Context: an optimization exercise on an open-source flow, tuned for small area. The choices shown serve that exercise and are no tape-out recipe. Only simulation tests tie the RTL to the original design; equivalence was not proved. Power is estimated from default activity; no workload was simulated.

==> flow/design.v <==
package note_pkg;
  localparam int NUM_LANES_DEF  = 5;
  localparam int DEPTH_DEF      = 8;
  localparam int SPEED_DEF      = 4;
  localparam int HIT_Y_DEF      = 440;
  localparam int HIT_WIN_DEF    = 12;
  localparam int NOTE_H_DEF     = 16;
  localparam int NOTE_W_DEF     = 48;
  localparam int LANE_X0_DEF    = 120;
  localparam int LANE_PITCH_DEF = 80;
  localparam logic [15:0] HIT_BASE = 16'd10;
  localparam int LANE_IDX_W = $clog2(NUM_LANES_DEF);
  typedef logic [LANE_IDX_W-1:0] lane_idx_t;
  function automatic logic [15:0] sat_add16(input logic [15:0] a, input logic [15:0] b);
    logic [16:0] sum;
    sum = {1'b0, a} + {1'b0, b};
    sat_add16 = sum[16] ? 16'hFFFF : sum[15:0];
  endfunction
  function automatic logic [7:0] sat_inc8(input logic [7:0] a);
    sat_inc8 = (a == 8'hFF) ? 8'hFF : a + 8'd1;
  endfunction
endpackage
module note_lane
#(
  parameter int DEPTH   = note_pkg::DEPTH_DEF,
  parameter int SPEED   = note_pkg::SPEED_DEF,
  parameter int HIT_Y   = note_pkg::HIT_Y_DEF,
  parameter int HIT_WIN = note_pkg::HIT_WIN_DEF
) (
  input  logic                   Clk,
  input  logic                   Reset_n,
  input  logic                   spawn,
  input  logic                   pop_hit,
  input  logic [6:0]             t_now,
  input  logic [6:0]             t_next,
  output logic                   full,
  output logic                   in_win,
  output logic                   miss_det,
  output logic [7*DEPTH-1:0]     stamps,
  output logic [$clog2(DEPTH):0] head,
  output logic [$clog2(DEPTH):0] tail
);
  localparam int PW = $clog2(DEPTH);
  localparam logic [6:0] AGE_LO = 7'((HIT_Y - HIT_WIN) / SPEED);
  localparam logic [6:0] AGE_HI = 7'((HIT_Y + HIT_WIN) / SPEED);
  logic [6:0]       st_r [DEPTH];
  logic [PW:0]      head_r;
  logic [PW:0]      tail_r;
  logic [6:0]       age_s;
  logic             empty_s;
  logic             push_s;
  logic             pop_s;
  always_comb begin
    empty_s  = (head_r == tail_r);
    full     = (head_r[PW-1:0] == tail_r[PW-1:0]) && (head_r[PW] != tail_r[PW]);
    age_s    = t_now - st_r[head_r[PW-1:0]];
    miss_det = !empty_s && (age_s > AGE_HI);
    in_win   = !empty_s && (age_s >= AGE_LO) && (age_s <= AGE_HI);
    push_s   = spawn && !full;
    pop_s    = (pop_hit && in_win) || miss_det;
  end
  always_ff @(posedge Clk or negedge Reset_n) begin
    if (!Reset_n) begin
      head_r <= '0;
      tail_r <= '0;
    end else begin
      if (push_s) tail_r <= tail_r + 1'b1;
      if (pop_s)  head_r <= head_r + 1'b1;
    end
  end
  always_ff @(posedge Clk) begin
    for (int j = 0; j < DEPTH; j++) begin
      if (push_s && (PW'(j) == tail_r[PW-1:0])) st_r[j] <= t_next;
    end
  end
  always_comb begin
    for (int j = 0; j < DEPTH; j++) stamps[7*j +: 7] = st_r[j];
    head = head_r;
    tail = tail_r;
  end
endmodule
module note_lane_engine
#(
  parameter int NUM_LANES  = note_pkg::NUM_LANES_DEF,
  parameter int DEPTH      = note_pkg::DEPTH_DEF,
  parameter int SPEED      = note_pkg::SPEED_DEF,
  parameter int HIT_Y      = note_pkg::HIT_Y_DEF,
  parameter int HIT_WIN    = note_pkg::HIT_WIN_DEF,
  parameter int NOTE_H     = note_pkg::NOTE_H_DEF,
  parameter int NOTE_W     = note_pkg::NOTE_W_DEF,
  parameter int LANE_X0    = note_pkg::LANE_X0_DEF,
  parameter int LANE_PITCH = note_pkg::LANE_PITCH_DEF
) (
  input  logic                         Clk,
  input  logic                         Reset_n,
  input  logic                         frame_clk,
  input  logic                         spawn_valid,
  input  logic [$clog2(NUM_LANES)-1:0] spawn_lane,
  output logic                         spawn_ready,
  input  logic [NUM_LANES-1:0]         lane_press,
  input  logic [9:0]                   DrawX,
  input  logic [9:0]                   DrawY,
  output logic [NUM_LANES-1:0]         is_note,
  output logic [NUM_LANES-1:0]         hit_pulse,
  output logic [NUM_LANES-1:0]         miss_pulse,
  output logic [15:0]                  score,
  output logic [7:0]                   combo
);
  localparam int PW   = $clog2(DEPTH);
  localparam int SPAN = NOTE_H / SPEED;
  logic [1:0]           frame_sync_r;
  logic                 frame_prev_r;
  logic [NUM_LANES-1:0] press_d_r;
  logic [NUM_LANES-1:0] press_prev_r;
  logic [NUM_LANES-1:0] pending_r;
  logic [NUM_LANES-1:0] hit_pulse_r;
  logic [NUM_LANES-1:0] miss_pulse_r;
  logic [15:0]          score_r;
  logic [7:0]           combo_r;
  logic [6:0]           t_r;
  logic                 tick_s;
  logic [NUM_LANES-1:0] rise_s;
  logic [NUM_LANES-1:0] grant_s;
  logic [NUM_LANES-1:0] hit_s;
  logic                 ghost_s;
  logic                 found_s;
  logic [NUM_LANES-1:0] spawn_en_s;
  logic [NUM_LANES-1:0] full_s;
  logic [NUM_LANES-1:0] in_win_s;
  logic [NUM_LANES-1:0] miss_s;
  logic [15:0]          score_nxt_s;
  logic [7:0]           combo_nxt_s;
  logic                 sel_s;
  logic [6:0]           t_next_s;
  logic [7*DEPTH-1:0]   stamps_s [NUM_LANES];
  logic [PW:0]          head_s   [NUM_LANES];
  logic [PW:0]          tail_s   [NUM_LANES];
  logic [NUM_LANES-1:0] x_ok_s;
  logic [7*DEPTH-1:0]   px_st_s;
  logic [PW:0]          px_head_s;
  logic [PW:0]          px_tail_s;
  logic [DEPTH-1:0]     px_live_s;
  logic [6:0]           f_q_s;
  logic [6:0]           d_s;
  logic                 px_hit_s;
  always_comb begin
    tick_s  = frame_sync_r[1] & ~frame_prev_r;
    rise_s  = press_d_r & ~press_prev_r;
    found_s = 1'b0;
    for (int i = 0; i < NUM_LANES; i++) begin
      grant_s[i] = pending_r[i] & ~found_s;
      found_s    = found_s | pending_r[i];
    end
    hit_s   = grant_s & in_win_s;
    ghost_s = (grant_s != {NUM_LANES{1'b0}}) && (hit_s == {NUM_LANES{1'b0}});
    spawn_ready = 1'b0;
    sel_s       = 1'b0;
    for (int i = 0; i < NUM_LANES; i++) begin
      sel_s         = (int'(spawn_lane) == i);
      spawn_ready   = spawn_ready | (sel_s & ~full_s[i]);
      spawn_en_s[i] = spawn_valid & sel_s & ~full_s[i];
    end
  end
  always_comb begin
    t_next_s = t_r + {6'd0, tick_s};
  end
  always_ff @(posedge Clk) begin
    t_r <= t_next_s;
  end
  always_comb begin
    score_nxt_s = score_r;
    combo_nxt_s = combo_r;
    if (hit_s != {NUM_LANES{1'b0}}) begin
      score_nxt_s = note_pkg::sat_add16(score_r, note_pkg::HIT_BASE + {8'd0, combo_r});
      combo_nxt_s = note_pkg::sat_inc8(combo_r);
    end
    if (ghost_s || (miss_s != {NUM_LANES{1'b0}})) begin
      combo_nxt_s = 8'd0;
    end
  end
  always_ff @(posedge Clk or negedge Reset_n) begin
    if (!Reset_n) begin
      frame_sync_r <= 2'b00;
      frame_prev_r <= 1'b0;
      press_d_r    <= {NUM_LANES{1'b0}};
      press_prev_r <= {NUM_LANES{1'b0}};
      pending_r    <= {NUM_LANES{1'b0}};
      hit_pulse_r  <= {NUM_LANES{1'b0}};
      miss_pulse_r <= {NUM_LANES{1'b0}};
      score_r      <= 16'd0;
      combo_r      <= 8'd0;
    end else begin
      frame_sync_r <= {frame_sync_r[0], frame_clk};
      frame_prev_r <= frame_sync_r[1];
      press_d_r    <= lane_press;
      press_prev_r <= press_d_r;
      pending_r    <= (pending_r & ~grant_s) | rise_s;
      hit_pulse_r  <= hit_s;
      miss_pulse_r <= miss_s;
      score_r      <= score_nxt_s;
      combo_r      <= combo_nxt_s;
    end
  end
  assign hit_pulse  = hit_pulse_r;
  assign miss_pulse = miss_pulse_r;
  assign score      = score_r;
  assign combo      = combo_r;
  for (genvar gi = 0; gi < NUM_LANES; gi++) begin : g_lane
    note_lane #(
      .DEPTH   (DEPTH),
      .SPEED   (SPEED),
      .HIT_Y   (HIT_Y),
      .HIT_WIN (HIT_WIN)
    ) u_lane (
      .Clk      (Clk),
      .Reset_n  (Reset_n),
      .spawn    (spawn_en_s[gi]),
      .pop_hit  (hit_s[gi]),
      .t_now    (t_r),
      .t_next   (t_next_s),
      .full     (full_s[gi]),
      .in_win   (in_win_s[gi]),
      .miss_det (miss_s[gi]),
      .stamps   (stamps_s[gi]),
      .head     (head_s[gi]),
      .tail     (tail_s[gi])
    );
  end
  always_comb begin
    px_st_s   = '0;
    px_head_s = '0;
    px_tail_s = '0;
    for (int i = 0; i < NUM_LANES; i++) begin
      x_ok_s[i] = (DrawX >= 10'(LANE_X0 + i * LANE_PITCH)) &&
                  (DrawX < 10'(LANE_X0 + i * LANE_PITCH + NOTE_W));
      px_st_s   = px_st_s   | (x_ok_s[i] ? stamps_s[i] : '0);
      px_head_s = px_head_s | (x_ok_s[i] ? head_s[i]   : '0);
      px_tail_s = px_tail_s | (x_ok_s[i] ? tail_s[i]   : '0);
    end
    for (int j = 0; j < DEPTH; j++) begin
      if (px_head_s[PW] == px_tail_s[PW])
        px_live_s[j] = (PW'(j) >= px_head_s[PW-1:0]) && (PW'(j) < px_tail_s[PW-1:0]);
      else
        px_live_s[j] = (PW'(j) >= px_head_s[PW-1:0]) || (PW'(j) < px_tail_s[PW-1:0]);
    end
    f_q_s    = t_r - DrawY[8:2];
    px_hit_s = 1'b0;
    for (int j = 0; j < DEPTH; j++) begin
      d_s      = px_st_s[7*j +: 7] - f_q_s;
      px_hit_s = px_hit_s | (px_live_s[j] && (d_s < 7'(SPAN)));
    end
    is_note = x_ok_s & {NUM_LANES{px_hit_s && !DrawY[9]}};
  end
endmodule
make LEC_CHECK=0 CAP_MARGIN=20 CORE_MARGIN=2 CORE_UTILIZATION=40 SLEW_MARGIN=20 finish   # period 10.0 ns
run.sh (not shown) runs the stock make flow with config.mk's settings and CLKGATE_MAP_FILE= SYNTH_SCRIPT=/design/flow/synth_recipe.tcl, a recipe that flattens the netlist after the stock synthesis.
The first run completed without violations.
Rerun with:
--- a/flow/design.v
+++ b/flow/design.v
@@ -47,33 +47,52 @@
   logic [PW:0]      head_r;
   logic [PW:0]      tail_r;
   logic [6:0]       age_s;
   logic             empty_s;
   logic             push_s;
   logic             pop_s;
-  always_comb begin
-    empty_s  = (head_r == tail_r);
-    full     = (head_r[PW-1:0] == tail_r[PW-1:0]) && (head_r[PW] != tail_r[PW]);
-    age_s    = t_now - st_r[head_r[PW-1:0]];
+  logic [DEPTH-1:0] head_oh_s;
+  logic [DEPTH-1:0] tail_oh_s;
+  logic [6:0]       head_st_s;
+  logic             same_s;
+  always_comb begin
+    for (int j = 0; j < DEPTH; j++) begin
+      head_oh_s[j] = (head_r[PW-1:0] == PW'(j));
+      tail_oh_s[j] = (tail_r[PW-1:0] == PW'(j));
+    end
+    head_st_s = '0;
+    for (int j = 0; j < DEPTH; j++) head_st_s = head_st_s | (head_oh_s[j] ? st_r[j] : 7'd0);
+    same_s   = (head_r[PW-1:0] == tail_r[PW-1:0]);
+    empty_s  = same_s && (head_r[PW] == tail_r[PW]);
+    full     = same_s && (head_r[PW] != tail_r[PW]);
+    age_s    = t_now - head_st_s;
     miss_det = !empty_s && (age_s > AGE_HI);
     in_win   = !empty_s && (age_s >= AGE_LO) && (age_s <= AGE_HI);
     push_s   = spawn && !full;
     pop_s    = (pop_hit && in_win) || miss_det;
   end
+  function automatic logic [PW:0] inc_ptr(input logic [PW:0] p);
+    logic c;
+    c = 1'b1;
+    for (int b = 0; b <= PW; b++) begin
+      inc_ptr[b] = p[b] ^ c;
+      c          = c & p[b];
+    end
+  endfunction
   always_ff @(posedge Clk or negedge Reset_n) begin
     if (!Reset_n) begin
       head_r <= '0;
       tail_r <= '0;
     end else begin
-      if (push_s) tail_r <= tail_r + 1'b1;
-      if (pop_s)  head_r <= head_r + 1'b1;
+      if (push_s) tail_r <= inc_ptr(tail_r);
+      if (pop_s)  head_r <= inc_ptr(head_r);
     end
   end
   always_ff @(posedge Clk) begin
     for (int j = 0; j < DEPTH; j++) begin
-      if (push_s && (PW'(j) == tail_r[PW-1:0])) st_r[j] <= t_next;
+      if (push_s && tail_oh_s[j]) st_r[j] <= t_next;
     end
   end
   always_comb begin
     for (int j = 0; j < DEPTH; j++) stamps[7*j +: 7] = st_r[j];
     head = head_r;
     tail = tail_r;
@@ -139,12 +158,13 @@
   logic [7*DEPTH-1:0]   px_st_s;
   logic [PW:0]          px_head_s;
   logic [PW:0]          px_tail_s;
   logic [DEPTH-1:0]     px_live_s;
   logic [6:0]           f_q_s;
   logic [6:0]           d_s;
+  logic [6:0]           g_s;
   logic                 px_hit_s;
   always_comb begin
     tick_s  = frame_sync_r[1] & ~frame_prev_r;
     rise_s  = press_d_r & ~press_prev_r;
     found_s = 1'b0;
     for (int i = 0; i < NUM_LANES; i++) begin
@@ -165,21 +185,19 @@
     t_next_s = t_r + {6'd0, tick_s};
   end
   always_ff @(posedge Clk) begin
     t_r <= t_next_s;
   end
   always_comb begin
-    score_nxt_s = score_r;
-    combo_nxt_s = combo_r;
-    if (hit_s != {NUM_LANES{1'b0}}) begin
-      score_nxt_s = note_pkg::sat_add16(score_r, note_pkg::HIT_BASE + {8'd0, combo_r});
-      combo_nxt_s = note_pkg::sat_inc8(combo_r);
-    end
-    if (ghost_s || (miss_s != {NUM_LANES{1'b0}})) begin
-      combo_nxt_s = 8'd0;
-    end
+    logic [16:0] sum;
+    logic        any_hit;
+    any_hit     = (hit_s != {NUM_LANES{1'b0}});
+    sum         = {1'b0, score_r} + {8'd0, any_hit ? (9'(note_pkg::HIT_BASE) + {1'b0, combo_r}) : 9'd0};
+    score_nxt_s = sum[16] ? 16'hFFFF : sum[15:0];
+    combo_nxt_s = combo_r + {7'd0, any_hit && (combo_r != 8'hFF)};
+    if (ghost_s || (miss_s != {NUM_LANES{1'b0}})) combo_nxt_s = 8'd0;
   end
   always_ff @(posedge Clk or negedge Reset_n) begin
     if (!Reset_n) begin
       frame_sync_r <= 2'b00;
       frame_prev_r <= 1'b0;
       press_d_r    <= {NUM_LANES{1'b0}};
@@ -241,14 +259,18 @@
       if (px_head_s[PW] == px_tail_s[PW])
         px_live_s[j] = (PW'(j) >= px_head_s[PW-1:0]) && (PW'(j) < px_tail_s[PW-1:0]);
       else
         px_live_s[j] = (PW'(j) >= px_head_s[PW-1:0]) || (PW'(j) < px_tail_s[PW-1:0]);
     end
     f_q_s    = t_r - DrawY[8:2];
+    g_s      = DrawY[8:2] - t_r;
     px_hit_s = 1'b0;
     for (int j = 0; j < DEPTH; j++) begin
-      d_s      = px_st_s[7*j +: 7] - f_q_s;
-      px_hit_s = px_hit_s | (px_live_s[j] && (d_s < 7'(SPAN)));
+      d_s = px_st_s[7*j +: 7];
+      px_hit_s = px_hit_s | (px_live_s[j] &&
+        ((d_s[2] ^ g_s[2]) == ((d_s[1] & g_s[1]) | ((d_s[1] | g_s[1]) & d_s[0] & g_s[0]))) &&
+        ((d_s[3] ^ g_s[3]) == (d_s[2] | g_s[2])) && ((d_s[4] ^ g_s[4]) == (d_s[3] | g_s[3])) &&
+        ((d_s[5] ^ g_s[5]) == (d_s[4] | g_s[4])) && ((d_s[6] ^ g_s[6]) == (d_s[5] | g_s[5])));
     end
     is_note = x_ok_s & {NUM_LANES{px_hit_s && !DrawY[9]}};
   end
 endmodule
Outcome: The changed run produced a clean layout. Routed wire length went down by 6.8%. Via count went down by 7.8%. Non-clock buffer count went down by 16. Worst setup slack is better by 0.56 ns. Design area went down by 4.5%. Sequential power hardly moves. Cell count went down by 6.9%.

==> port drivers added, routing unchanged <==
The flow's constraints put no driver on any port. The routed layouts listed below were extracted and timed again, unchanged, in two steps.
Step 1: set_driving_cell puts a clkbuf_16 on Clk and a buf_2 on each other input, an assumption about the parent block.
Step 2 adds t to the input delays and takes it off the output delays; t is the mean of the earliest and latest rising clock arrival at the registers after step 1. Input paths then give back, and output paths get back, about the clock's delay inside the block.
Three values: no drivers, after step 1, after step 2; two values: the first two.
run | t, ns | setup WS [ns] | hold slack, ns | cell pins on the clock port's net
the first run | 0.641 | 0.784 / 0.730 / 0.730 | 0.348 / 0.348 / 0.348 | 1
the second run | 0.637 | 1.346 / 1.312 / 1.312 | 0.364 / 0.364 / 0.364 | 1
After both steps every run listed still meets setup and hold. The setup slack of the first run, which loses most, moves by -0.054 ns with the drivers and by -0.054 ns with both steps.
